From an optimization exercise on the open Yosys and OpenROAD flow, aimed at small area and a short achievable clock period; shortcuts taken in it are not production practice. The RTL was checked by simulation tests, not by an equivalence proof against the original design. Power is estimated from default activity; no workload was simulated.

== job 101 ==
==> flow/design.v (excerpt) <==
module cpu6 (
    input  logic        clock,
    input  logic        reset,
    input  logic [33:0] uop,
    input  logic [7:0]  data_in,
    output logic        write_en,
    output logic [18:0] address,
    output logic [7:0]  data_out
);
    wire [2:0] u_dp_src   = uop[33:31];
    wire [1:0] u_alu_src  = uop[30:29];
    wire [2:0] u_func     = uop[28:26];
    wire       u_dest     = uop[25];
    wire [1:0] u_carry    = uop[24:23];
    wire [1:0] u_load     = uop[22:21];
    wire [2:0] u_addr     = uop[20:18];
    wire [1:0] u_store    = uop[17:16];
    wire [7:0] u_const    = uop[15:8];
    wire [3:0] u_ra       = uop[7:4];
    wire [3:0] u_rb       = uop[3:0];
    logic        e_d_swap, e_d_mhi, e_d_mlo, e_d_rd;   
    logic [7:0]  e_const;                               
    logic        e_arith;                               
    logic [2:0]  e_func;
    logic        e_dest;                                
    logic [3:0]  e_rb;
    logic        e_carry_upd;
    logic        e_cin_one, e_cin_flag;
    logic        e_ld_result, e_ld_mar, e_ld_pb;
    logic        e_war_hi, e_war_lo, e_war_inc, e_mar_inc, e_swap;
    logic        e_pt_write, e_bus_write, e_bus_read;
    logic [7:0]  e_r;
    logic [7:0]  e_s;
    logic [7:0]  regs [16];
    logic [7:0]  result;
    logic [7:0]  swap_reg;
    logic        carry;
    logic [15:0] mar;
    logic [15:0] war;
    logic [2:0]  page_base;
    logic [7:0]  page_table [256];
    logic [7:0]  entry;           
    logic [7:0]  read_byte;
    wire         reg_space = (entry == 8'd0) && (mar[10:8] == 3'd0);
    logic        write_pending;
    logic [7:0] dp_bus;
    assign dp_bus = ({8{e_d_swap}} & swap_reg)
                  | ({8{e_d_mhi}}  & {~mar[15:12], mar[11:8]})
                  | ({8{e_d_mlo}}  & mar[7:0])
                  | ({8{e_d_rd}}   & read_byte)
                  | e_const;
    logic [7:0] rx;
    logic [8:0] sum;
    logic [7:0] logic_f;
    logic [7:0] alu_f;
    logic       cin;
  ...
Size in the first run: about 5700 cells after synthesis, roughly 2400 flip-flops, ~72 I/O pins.
Settings: LEC_CHECK=0, CAP_MARGIN=20, CORE_MARGIN=2, CORE_UTILIZATION=55, CTS_CLUSTER_DIAMETER=100, CTS_CLUSTER_SIZE=24, SETUP_SLACK_MARGIN=3.7, SLEW_MARGIN=20, TNS_END_PERCENT=10; clock period 6.5 ns.
run.sh (not shown) runs the stock make flow with config.mk's settings and CLKGATE_MAP_FILE= SYNTH_SCRIPT=/design/flow/synth_recipe.tcl, a recipe that flattens the netlist after the stock synthesis.
Job 101 reached the final stage; the timing, DRC and antenna checks on its layout passed.
Inputs modified between job 101 and job 102:
-- flow/design.v --
<<< job 101, line 313
        end
    end
    logic [31:0] w_row_n;
    logic [7:0]  w_col_n;
    wire         u_pt_write = (u_store == 2'd1);
    always_ff @(posedge clock or posedge reset) begin
        if (reset) w_row_n <= '1;
        else       w_row_n <= ~({32{u_pt_write}} & mh_next_oh);
    end
    always_ff @(posedge clock) begin
        w_col_n <= ~pb_next_oh;
    end
    logic [7:0] pt_data;
    always_ff @(posedge clock) begin
        if (u_pt_write) pt_data <= result_next;
    end
    always_ff @(posedge clock) begin
        for (int i = 0; i < 32; i++) begin
            for (int j = 0; j < 8; j++) begin
                if (!(w_row_n[i] || w_col_n[j])) page_table[i*8+j] <= pt_data;
            end
        end
>>> job 102, line 313
        end
    end
    logic [31:0] w_row;
    logic [7:0]  w_col;
    wire         u_pt_write = (u_store == 2'd1);
    always_ff @(posedge clock or posedge reset) begin
        if (reset) w_row <= 32'd0;
        else       w_row <= {32{u_pt_write}} & mh_next_oh;
    end
    always_ff @(posedge clock) begin
        w_col <= pb_next_oh;
    end
    always_ff @(posedge clock) begin
        for (int i = 0; i < 32; i++) begin
            for (int j = 0; j < 8; j++) begin
                if (w_row[i] && w_col[j]) page_table[i*8+j] <= result;
            end
        end
Going from job 101 to job 102, sum of buffers and inverters on the critical path -3, share of total power in the clock network went down by 1.4 points, number of cells on the worst hold path comparable, transition time of the tightest slew-check pin decreased by 0.0057 ns relative to the old numbers, non-clock buffer count now smaller. | power density over cell area | lower: job 101 |.

separate check: timing with driven ports:
No port has a modelled driver above. Below, the same layouts with a new extraction and two added sets of constraints. Step 1: set_driving_cell puts a clkbuf_16 on clock and a buf_2 on each other input, an assumption about the parent block. Step 2 also shifts input and output timing later by t, the mid clock arrival at the registers, as if the neighbouring blocks saw the same clock. a / b / c = no drivers / after step 1 / after step 2; a / b = the first two.
run	t (ns)	slack for setup (ns)	worst register clock-pin slew, ns
job 101	0.890	3.199 / 3.199 / 2.642	0.10 / 0.10
job 102	0.885	3.426 / 3.381 / 2.629	0.11 / 0.11
After both steps setup and hold are still met in every run listed. The setup slack of job 102, which loses most, moves by -0.045 ns with the drivers and by -0.797 ns with both steps.
